What follows belongs to an exercise in optimizing a design on an open flow for small area; a production flow would make more cautious choices. Only simulation tests tie the RTL to the original design; equivalence was not proved. Power is estimated from default activity; no workload was simulated.

## job 3288
==> flow/design.v (excerpt) <==
module matrix_alu #(
    parameter int ELEM_W     = 16,
    parameter int MUL_CYCLES = 16
) (
    input  logic                 Clk,
    input  logic                 nReset,
    input  logic                 start,
    input  logic [2:0]           opcode,
    input  logic [16*ELEM_W-1:0] operandA,
    input  logic [16*ELEM_W-1:0] operandB,
    output logic [16*ELEM_W-1:0] result,
    output logic                 busy,
    output logic                 done,
    output logic                 err
);
Size: roughly 2000 cells after synthesis, ~660 flip-flops, ~780 I/O pins.
Settings: LEC_CHECK=0, CAP_MARGIN=20, CORE_AREA=2 2 428 110, DIE_AREA=0 0 430 112, PLACE_DENSITY=0.9, SLEW_MARGIN=20; clock period 12.0 ns.
standard.sh (not shown) runs the stock make flow with config.mk's settings and CLKGATE_MAP_FILE= SYNTH_SCRIPT=/design/flow/synth_recipe.tcl, a recipe that flattens the netlist after the stock synthesis.
==> flow/flow/run.sh <==
#!/bin/bash
set -euo pipefail
bash standard.sh \
  BUFFER_PORTS_ARGS="-buffer_cell sky130_fd_sc_hd__buf_1" \
  CTS_ARGS="-sink_clustering_enable -repair_clock_nets -buf_list sky130_fd_sc_hd__clkbuf_4 -sink_clustering_buffer sky130_fd_sc_hd__clkbuf_8 -sink_clustering_size 14 -sink_clustering_max_diameter 40 -dont_use_dummy_load" \
  finish > make_finish.log 2>&1
[inputs] job 2869 vs job 3288
# job 3288
export LEC_CHECK = 0
export CAP_MARGIN = 20
export CORE_AREA = 2 2 428 110
export DIE_AREA = 0 0 430 112
export PLACE_DENSITY = 0.9
export SLEW_MARGIN = 20
create_clock -name core_clock -period 12.0 [get_ports {Clk}]
# job 2869
export LEC_CHECK = 0
export CAP_MARGIN = 20
export CORE_AREA = 2 2 418 98
export DIE_AREA = 0 0 420 100
export PLACE_DENSITY = 0.8
export SLEW_MARGIN = 20
create_clock -name core_clock -period 12.0 [get_ports {Clk}]
==> flow/flow/run.sh <==
#!/bin/bash
set -euo pipefail
bash standard.sh \
  BUFFER_PORTS_ARGS="-buffer_cell sky130_fd_sc_hd__buf_1" \
  CTS_ARGS="-sink_clustering_enable -repair_clock_nets -buf_list sky130_fd_sc_hd__clkbuf_4 -dont_use_dummy_load" \
  finish > make_finish.log 2>&1
==> comparison <==
Job 2869 went all the way through the flow, and no timing, DRC or antenna check failed. In the flow results for job 3288 and job 2869, the tightest hold margin is smaller on job 2869. Delta (job 2869 minus job 3288): die area down 6200 um2; sequential power has increased.
For job 4480, these inputs were changed with respect to job 2869:
# job 2869
export LEC_CHECK = 0
export CAP_MARGIN = 20
export CORE_AREA = 2 2 418 98
export DIE_AREA = 0 0 420 100
export PLACE_DENSITY = 0.8
export SLEW_MARGIN = 20
create_clock -name core_clock -period 12.0 [get_ports {Clk}]
# job 4480
export LEC_CHECK = 0
export CAP_MARGIN = 20
export CORE_AREA = 2 2 428 110
export DIE_AREA = 0 0 430 112
export PLACE_DENSITY = 0.8
export SLEW_MARGIN = 20
create_clock -name core_clock -period 12.0 [get_ports {Clk}]
==> flow/flow/run.sh <==
#!/bin/bash
set -euo pipefail
bash standard.sh \
  BUFFER_PORTS_ARGS="-buffer_cell sky130_fd_sc_hd__buf_1" \
  CTS_ARGS="-sink_clustering_enable -repair_clock_nets -buf_list sky130_fd_sc_hd__clkbuf_4 -sink_clustering_buffer sky130_fd_sc_hd__clkbuf_8 -sink_clustering_size 12 -sink_clustering_max_diameter 40 -dont_use_dummy_load" \
  finish > make_finish.log 2>&1
### Flow results
There was hardly any difference in final cell area excluding filler cells between job 2869 and job 4480.
When job 4480 is measured against job 2869, its setup slack turns out 0.031 ns higher.
Sort job 2869 and job 4480 by number of antenna diodes asc -> top: job 4480
In job 4480 the fraction of power consumed by combinational cells turned out 0.9 points higher than in job 2869.
When job 4480 is measured against job 2869, its clock network fraction of total power turns out 0.4 points lower.
As of job 4480, weighted congestion reported at the end of routability-driven placement had risen slightly compared to job 2869.
On job 4480: initial antenna violation count is 3 higher than what job 2869 gave.
In the floorplan summary, job 4480 is listed with a die area greater than that of job 2869.

---

Starting RTL as in the previous note.
Settings: LEC_CHECK=0, CAP_MARGIN=20, CORE_AREA=2 2 428 110, DIE_AREA=0 0 430 112, PLACE_DENSITY=0.8, SLEW_MARGIN=20; clock period 12.0 ns.
==> flow/flow/run.sh <==
#!/bin/bash
set -euo pipefail
bash standard.sh \
  BUFFER_PORTS_ARGS="-buffer_cell sky130_fd_sc_hd__buf_1" \
  CTS_ARGS="-sink_clustering_enable -repair_clock_nets -buf_list sky130_fd_sc_hd__clkbuf_4 -sink_clustering_buffer sky130_fd_sc_hd__clkbuf_8 -sink_clustering_size 14 -sink_clustering_max_diameter 40 -dont_use_dummy_load" \
  finish > make_finish.log 2>&1
Next try:
==> flow/flow/run.sh (replaced) <==
#!/bin/bash
set -euo pipefail
bash standard.sh \
  BUFFER_PORTS_ARGS="-buffer_cell sky130_fd_sc_hd__buf_1" \
  CTS_ARGS="-sink_clustering_enable -repair_clock_nets -buf_list sky130_fd_sc_hd__clkbuf_4 -sink_clustering_buffer sky130_fd_sc_hd__clkbuf_8 -sink_clustering_size 12 -sink_clustering_max_diameter 40 -dont_use_dummy_load" \
  finish > make_finish.log 2>&1
Settings changed: CORE_AREA 2 2 428 110 to 2 2 438 128, DIE_AREA 0 0 430 112 to 0 0 440 130, PLACE_DENSITY 0.8 to 0.65.
The new run ran to the end with no violations.
Power hardly moves.
Synthesized area stays the same.
Design area rose by a few percent.
First-iteration DRC count fell by a quarter to a third.

---

== run A ==
matrix_alu again, from the RTL that the note above started with.
Settings: LEC_CHECK=0, CAP_MARGIN=20, CORE_AREA=2 2 438 128, DIE_AREA=0 0 440 130, PLACE_DENSITY=0.65, SLEW_MARGIN=20; clock period 12.0 ns.
==> flow/flow/run.sh <==
#!/bin/bash
set -euo pipefail
bash standard.sh \
  BUFFER_PORTS_ARGS="-buffer_cell sky130_fd_sc_hd__buf_1" \
  CTS_ARGS="-sink_clustering_enable -repair_clock_nets -buf_list sky130_fd_sc_hd__clkbuf_4 -dont_use_dummy_load" \
  finish > make_finish.log 2>&1
Run A: flow completed, timing, DRC and antenna clean
What run B does differently from run A at the input level:
Settings: a change of CORE_AREA from 2 2 438 128 to 2 2 428 110; a change of DIE_AREA from 0 0 440 130 to 0 0 430 112; a change of PLACE_DENSITY from 0.65 to 0.95.
--- a/flow/flow/run.sh
+++ b/flow/flow/run.sh
@@ -5 +5 @@
-  CTS_ARGS="-sink_clustering_enable -repair_clock_nets -buf_list sky130_fd_sc_hd__clkbuf_4 -dont_use_dummy_load" \
+  CTS_ARGS="-sink_clustering_enable -repair_clock_nets -buf_list sky130_fd_sc_hd__clkbuf_4 -sink_clustering_buffer sky130_fd_sc_hd__clkbuf_8 -sink_clustering_size 14 -sink_clustering_max_diameter 40 -dont_use_dummy_load" \
## What came out
For the clock share of power, run B came in 2.0 points lower than run A did. Area of the die | run B below run A. Compared to run A, run B has sequential cell fraction of total power 2.2 points higher. Maximum number of pins on one net before global-route repair: run B > run A.
[inputs] run C vs run B
Settings: swapping 0.95 for 0.7 in PLACE_DENSITY.
==> flow/flow/run.sh <==
#!/bin/bash
set -euo pipefail
bash standard.sh \
  BUFFER_PORTS_ARGS="-buffer_cell sky130_fd_sc_hd__buf_1" \
  CTS_ARGS="-sink_clustering_enable -repair_clock_nets -buf_list sky130_fd_sc_hd__clkbuf_4 -dont_use_dummy_load" \
  finish > make_finish.log 2>&1
Findings:
Vias: run C below run B. Summary of run C over run B: summed area of non-filler cells in the final layout +about 0.8%, clock network power share +1.3 points, final core utilization +0.47 points, global-route usage -3.6 points. Comparing number of H-tree levels for run C and run B, the smaller number came from run B. Changes observed in run C relative to run B: largest net degree at the start of global routing went up, setup slack shows a reduction of 0.059 ns, max-slew violation count level, total routed wirelength decreased 9800 µm. For global-route wire length before repair, dividing the value from run C by the value from run B gives 0.944.
Changes in run D relative to run C:
Settings: swapping 0.7 for 0.9 in PLACE_DENSITY.
--- a/flow/flow/run.sh
+++ b/flow/flow/run.sh
@@ -5 +5 @@
-  CTS_ARGS="-sink_clustering_enable -repair_clock_nets -buf_list sky130_fd_sc_hd__clkbuf_4 -dont_use_dummy_load" \
+  CTS_ARGS="-sink_clustering_enable -repair_clock_nets -buf_list sky130_fd_sc_hd__clkbuf_4 -sink_clustering_buffer sky130_fd_sc_hd__clkbuf_8 -sink_clustering_size 12 -sink_clustering_max_diameter 40 -dont_use_dummy_load" \
Findings:
- Compared with run C, run D shows wire length higher by about 6.4%.
- Total power after layout for run D is higher than for run C.
- Every stage of the flow completed for run D, and the final layout passed the timing, design-rule and antenna checks.
- Relative to run C, routed metal-1 wire length has increased by 7.2% in run D.
- Final critical-path required period, run D and run C: lower on run D
- Diff run D..run C | xor and xnor area share after synthesis | unchanged
- Of run D and run C, the lower share of the cycle needed by the critical path after routing belongs to run D.
- Taking run D over run C, the clock-buffer cell count ratio works out to 0.51.

static timing again, ports no longer ideal:
No port has a modelled driver above. Below, the same layouts with a new extraction and two added sets of constraints.
Step 1: set_driving_cell puts a clkbuf_16 on Clk and a buf_2 on each other input, an assumption about the parent block.
Step 2 adds t to the input delays and takes it off the output delays; t is the mean of the earliest and latest rising clock arrival at the registers after step 1. Input paths then give back, and output paths get back, about the clock's delay inside the block.
a / b / c = ideal ports / drivers / drivers and shift; a / b = the first two.
run | shift t [ns] | slack for setup (ns) | hold WS [ns] | worst setup path at the end
job 3288 | 0.894 | 0.545 / 0.545 / 0.545 | 0.325 / 0.325 / 0.325 | register to register
job 2869 | 0.905 | 0.519 / 0.519 / 0.519 | 0.319 / 0.319 / 0.319 | register to register
job 4480 | 0.946 | 0.551 / 0.551 / 0.551 | 0.277 / 0.277 / 0.277 | register to register
the first run of note 2 | 0.895 | 0.510 / 0.510 / 0.510 | 0.290 / 0.290 / 0.290 | register to register
the second run of note 2 | 0.938 | 0.408 / 0.408 / 0.408 | 0.317 / 0.317 / 0.317 | register to register
run A | 0.963 | 0.347 / 0.347 / 0.347 | 0.319 / 0.319 / 0.319 | register to register
run B | 0.891 | 0.582 / 0.582 / 0.582 | 0.227 / 0.227 / 0.227 | register to register
run C | 0.948 | 0.523 / 0.523 / 0.523 | 0.298 / 0.298 / 0.298 | register to register
run D | 0.942 | 0.577 / 0.577 / 0.577 | 0.319 / 0.319 / 0.319 | register to register
After both steps setup and hold are still met in every run listed.
